Context: an optimization exercise on an open-source flow, tuned for small area, a short achievable clock period and few clock cycles per item. The choices shown serve that exercise and are no tape-out recipe.
The RTL was checked by simulation tests, not by an equivalence proof against the original design.
Power figures rest on the tool's default switching activity, not on a simulated workload.

Setup of P:
## matrix_mem_sequencer
module matrix_mem_sequencer #(
  parameter int ADDR_W = 8,
  parameter int DATA_W = 256,
  parameter int RD_LAT = 2
) (
  input  logic              clk,
  input  logic              rst,
  input  logic              start,
  input  logic [ADDR_W-1:0] addr_a,
  input  logic [ADDR_W-1:0] addr_b,
  input  logic [ADDR_W-1:0] addr_c,
  output logic              busy,
  output logic              done,
  output logic [ADDR_W-1:0] ram_addr,
  output logic              ram_wren,
  output logic [DATA_W-1:0] ram_wdata,
  input  logic [DATA_W-1:0] ram_rdata,
  output logic [DATA_W-1:0] mat_a,
  output logic [DATA_W-1:0] mat_b,
  input  logic [DATA_W-1:0] mat_c
);
For scale: ~1,900 cells after synthesis, ~1,300 I/O pins, roughly 31,000 um^2 of cells after synthesis.
Settings: LEC_CHECK=0, CAP_MARGIN=20, CORE_AREA=3 3 317 317, DIE_AREA=0 0 320 320, SETUP_SLACK_MARGIN=1.5, SLEW_MARGIN=20; clock period 3.5 ns.
standard.sh (not shown) runs the stock make flow with config.mk's settings and CLKGATE_MAP_FILE= SYNTH_SCRIPT=/design/flow/synth_recipe.tcl, a recipe that flattens the netlist after the stock synthesis.
==> flow/flow/run.sh <==
#!/bin/bash
# Standard ORFS layout with small port buffers (buf_1 on inputs and on
# outputs) and the five datapath pins of each bit placed side by side.
# make's full output goes to standard_flow.log; each ORFS step also keeps its
# own log under orfs/logs.
set -euo pipefail
W=$(pwd)
export PRE_GLOBAL_PLACE_TCL=$W/flow/bufports.tcl
export POST_GLOBAL_PLACE_TCL=$W/flow/unbuf.tcl
export BUFFER_PORTS_ARGS="-outputs -buffer_cell sky130_fd_sc_hd__buf_1"
args="-min_distance 1 -min_distance_in_tracks"
for i in $(seq 0 255); do
  args="$args -group_pins {mat_c[$i] ram_rdata[$i] mat_a[$i] ram_wdata[$i] mat_b[$i]}"
done
export PLACE_PINS_ARGS="$args"
export CTS_ARGS="-sink_clustering_enable -repair_clock_nets -sink_clustering_size 25 -sink_clustering_max_diameter 100 -balance_levels"
bash standard.sh > $W/standard_flow.log 2>&1
==> flow/flow/bufports.tcl <==
# Input ports get a small buffer here; the standard flow's buffer_ports call (BUFFER_PORTS_ARGS)
# buffers the outputs. dont_touch keeps remove_buffers from taking the input
# buffers out again before placement.
buffer_ports -inputs -buffer_cell sky130_fd_sc_hd__buf_1
foreach inst [get_cells input*] { set_dont_touch $inst }
==> flow/flow/unbuf.tcl <==
# The input buffers were dont_touch only to survive remove_buffers; clear it
# so later steps treat them like any cell, and tie their supply pins with the
# platform's global connections.
foreach inst [get_cells input*] { unset_dont_touch $inst }
global_connect
Testbench counts of P, summed over its fixed seeds: cycles 8,227, items 3,200.
> inputs changed (P -> Q)
--- a/flow/flow/run.sh
+++ b/flow/flow/run.sh
@@ -14,4 +14,4 @@
 done
 export PLACE_PINS_ARGS="$args"
-export CTS_ARGS="-sink_clustering_enable -repair_clock_nets -sink_clustering_size 25 -sink_clustering_max_diameter 100 -balance_levels"
+export CTS_ARGS="-repair_clock_nets"
 bash standard.sh > $W/standard_flow.log 2>&1
Per the comparison of Q with P, flip-flop and latch count ~0 delta; count of cell instances traversed by the critical path was more or less identical; die area shows no meaningful change; post-route met1 wirelength has increased.
Q vs P — sum of routed wire length over all layers climbed slightly
Between Q and P, the difference in share of synthesized area occupied by flip-flops and latches is negligible.
In the tables for Q and P, combinational fraction of design power reads higher with P.
> inputs changed (Q -> R)
- DIE_AREA now 0 0 460 460, was 0 0 320 320
- SETUP_SLACK_MARGIN no longer set, was 1.5
- CORE_AREA now 3 3 457 457, was 3 3 317 317
==> flow/flow/run.sh <==
#!/bin/bash
# Standard ORFS layout with small port buffers: buf_1 on inputs, buf_2 on
# outputs. make's full output goes to standard_flow.log; each ORFS step also
# keeps its own log under orfs/logs.
set -euo pipefail
W=$(pwd)
export PRE_GLOBAL_PLACE_TCL=$W/flow/bufports.tcl
export BUFFER_PORTS_ARGS="-outputs -buffer_cell sky130_fd_sc_hd__buf_2"
if [[ -f $W/flow/pins.args ]]; then export PLACE_PINS_ARGS="$(cat $W/flow/pins.args)"; fi
bash standard.sh > $W/standard_flow.log 2>&1
removed: flow/flow/unbuf.tcl
Notes after the runs:
R did not stop at any stage, and its layout met the timing, design-rule and antenna checks.
R: clock-cell share of area 0.32 points above Q
Changes observed in R relative to Q: arrival time reported for the critical path endpoint went up 0.50 ns, total chip power went up about 8%, final period demand of the worst path went up 0.54 ns, combinational cell fraction of total power went up 1.9 points.
Of R and Q, Q shows the lower placement row count, with R above it.
In R the routed wire length turned out about 140% higher than in Q.
In the reports for R and Q, the larger number of buffers created by CTS belongs to R.
In the reports for R and Q, the larger initial antenna violation count belongs to R.

========
## lane 1
matrix_mem_sequencer again, from the RTL that the note above started with.
clock: 3.5 ns
lec_check: 0
cap_margin: 20
core_area: 3 3 297 297
die_area: 0 0 300 300
setup_slack_margin: 1.5
slew_margin: 20
==> flow/flow/run.sh <==
#!/bin/bash
# Standard ORFS layout with small port buffers (buf_1 on inputs, buf_2 on
# outputs) and the five datapath pins of each bit placed side by side.
# make's full output goes to standard_flow.log; each ORFS step also keeps its
# own log under orfs/logs.
set -euo pipefail
W=$(pwd)
export PRE_GLOBAL_PLACE_TCL=$W/flow/bufports.tcl
export POST_GLOBAL_PLACE_TCL=$W/flow/unbuf.tcl
export BUFFER_PORTS_ARGS="-outputs -buffer_cell sky130_fd_sc_hd__buf_2"
args="-min_distance 1 -min_distance_in_tracks"
for i in $(seq 0 255); do
  args="$args -group_pins {mat_c[$i] ram_rdata[$i] mat_a[$i] ram_wdata[$i] mat_b[$i]}"
done
export PLACE_PINS_ARGS="$args"
bash standard.sh > $W/standard_flow.log 2>&1
==> flow/flow/unbuf.tcl <==
# The input buffers were dont_touch only to survive remove_buffers; clear it
# so later steps treat them like any cell, and tie their supply pins with the
# platform's global connections.
foreach inst [get_cells input*] { unset_dont_touch $inst }
global_connect
Scripts as last shown in full above: flow/flow/bufports.tcl
Lane 1: full flow OK, the timing, design-rule and antenna checks passed
Testbench counts of lane 1, summed over its fixed seeds: cycles 8,227, items 3,200.
Edits applied to the flow inputs when going from lane 1 to lane 2:
- changing CORE_AREA from 3 3 297 297 to 3 3 267 267
- changing DIE_AREA from 0 0 300 300 to 0 0 270 270
--- a/flow/flow/run.sh
+++ b/flow/flow/run.sh
@@ -9 +8,0 @@
-export POST_GLOBAL_PLACE_TCL=$W/flow/unbuf.tcl
removed: flow/flow/unbuf.tcl
### Flow results
The sole clean run among lane 2 and lane 1 is lane 1. Lane 2 | ERROR | 5_1_grt. Lane 1 -> lane 2: cell area after placement decreased slightly. Number of placement rows went down by more than 10% going from lane 1 to lane 2. Compared with lane 1, lane 2 shows a die height that is 10% lower. Delta (lane 2 minus lane 1): number of cells after detailed placement now sits lower, post-cts sizing count now sits higher, placed wire-length estimate after detailed placement now sits higher.
Changes in lane 3 relative to lane 2:
- SETUP_SLACK_MARGIN changed from 1.5 to 1.0
- CORE_AREA changed from 3 3 267 267 to 3 3 317 317
- DIE_AREA changed from 0 0 270 270 to 0 0 320 320
==> flow/flow/run.sh <==
#!/bin/bash
# Standard ORFS layout with small port buffers: buf_1 on inputs, buf_2 on
# outputs. make's full output goes to standard_flow.log; each ORFS step also
# keeps its own log under orfs/logs.
set -euo pipefail
W=$(pwd)
export PRE_GLOBAL_PLACE_TCL=$W/flow/bufports.tcl
export BUFFER_PORTS_ARGS="-outputs -buffer_cell sky130_fd_sc_hd__buf_2"
if [[ -f $W/flow/pins.args ]]; then export PLACE_PINS_ARGS="$(cat $W/flow/pins.args)"; fi
bash standard.sh > $W/standard_flow.log 2>&1
==> flow/flow/pins.args (new file) <==
-min_distance 1 -min_distance_in_tracks
Lane 3: PASS, flow complete, no timing, DRC or antenna violations. | setup slack at placement | lane 3 vs lane 2 | better |. Compared with lane 2, lane 3 shows a area after detailed placement that is 1.6% higher. Post-cts sizing count in lane 3 is 21 below lane 2. Comparing overall die width for lane 2 and lane 3, the smaller number came from lane 2. Re part of the Yosys area used for sequential elements: no difference whatsoever between lane 2 and lane 3. Against lane 2, instance count after placement with tap cells included in lane 3 rose by a little under 10%. When lane 3 is measured against lane 2, its number of buffers inserted by post-CTS setup repair turns out 4 lower.
The inputs of lane 4 differ from those of lane 3 as listed below.
- a change of SETUP_SLACK_MARGIN from 1.0 to 1.3
==> flow/flow/run.sh <==
#!/bin/bash
# Standard ORFS layout with small port buffers (buf_1 on inputs, buf_2 on
# outputs) and the five datapath pins of each bit placed side by side.
# make's full output goes to standard_flow.log; each ORFS step also keeps its
# own log under orfs/logs.
set -euo pipefail
W=$(pwd)
export PRE_GLOBAL_PLACE_TCL=$W/flow/bufports.tcl
export BUFFER_PORTS_ARGS="-outputs -buffer_cell sky130_fd_sc_hd__buf_2"
args="-min_distance 1 -min_distance_in_tracks"
for i in $(seq 0 255); do
  args="$args -group_pins {mat_c[$i] ram_rdata[$i] mat_a[$i] ram_wdata[$i] mat_b[$i]}"
done
export PLACE_PINS_ARGS="$args"
bash standard.sh > $W/standard_flow.log 2>&1
removed: flow/flow/pins.args
--- outcome ---
- In the tables for lane 4 and lane 3, met3 routing resource usage after global routing reads higher with lane 3.
- Higher final cell count goes to lane 3 over lane 4.
- From lane 4 to lane 3, max-slew violation count did not move at all.
- Re setup slack: lane 3 was lower than lane 4.
- Going from lane 3 to lane 4, power density over cell area went down 1.0%; number of logic stages on the critical path including buffering now sits higher; fraction of standard cell area that is sequential was more or less identical.
- Looking only at hold slack, and setting everything else aside, the lower value of lane 4 and lane 3 goes to lane 3.
- Lane 4 and lane 3 ended up with roughly the same internal power.
- Summary of the comparison: global-route usage is lower in lane 4, relative to lane 3.

## port drivers added, routing unchanged
The results above use ideal ports. As a check the final layouts listed here were re-extracted and re-timed, cells and wires unchanged.
Step 1, drivers: a clkbuf_16 drives clk and a buf_2 each remaining input, both assumed.
Step 2 also shifts input and output timing later by t, the mid clock arrival at the registers, as if the neighbouring blocks saw the same clock.
a / b / c = ideal ports / drivers / drivers and shift; a / b = the first two.
run	t (ns)	setup slack, ns	worst setup path after step 2	slew at the worst register clock pin (ns)
P	0.632	1.535 / 1.498 / 1.101	input to register	0.10 / 0.10
Q	0.702	1.509 / 1.458 / 1.097	input to register	0.08 / 0.08
R	0.772	0.972 / 0.972 / 0.768	input to register	0.07 / 0.07
lane 1	0.680	1.473 / 1.411 / 1.073	input to register	0.06 / 0.06
lane 3	0.693	1.112 / 1.112 / 0.841	input to register	0.06 / 0.06
lane 4	0.679	1.397 / 1.397 / 1.001	input to register	0.07 / 0.07
After both steps setup and hold are still met in every run listed. The setup slack of P, which loses most, moves by -0.037 ns with the drivers and by -0.434 ns with both steps.
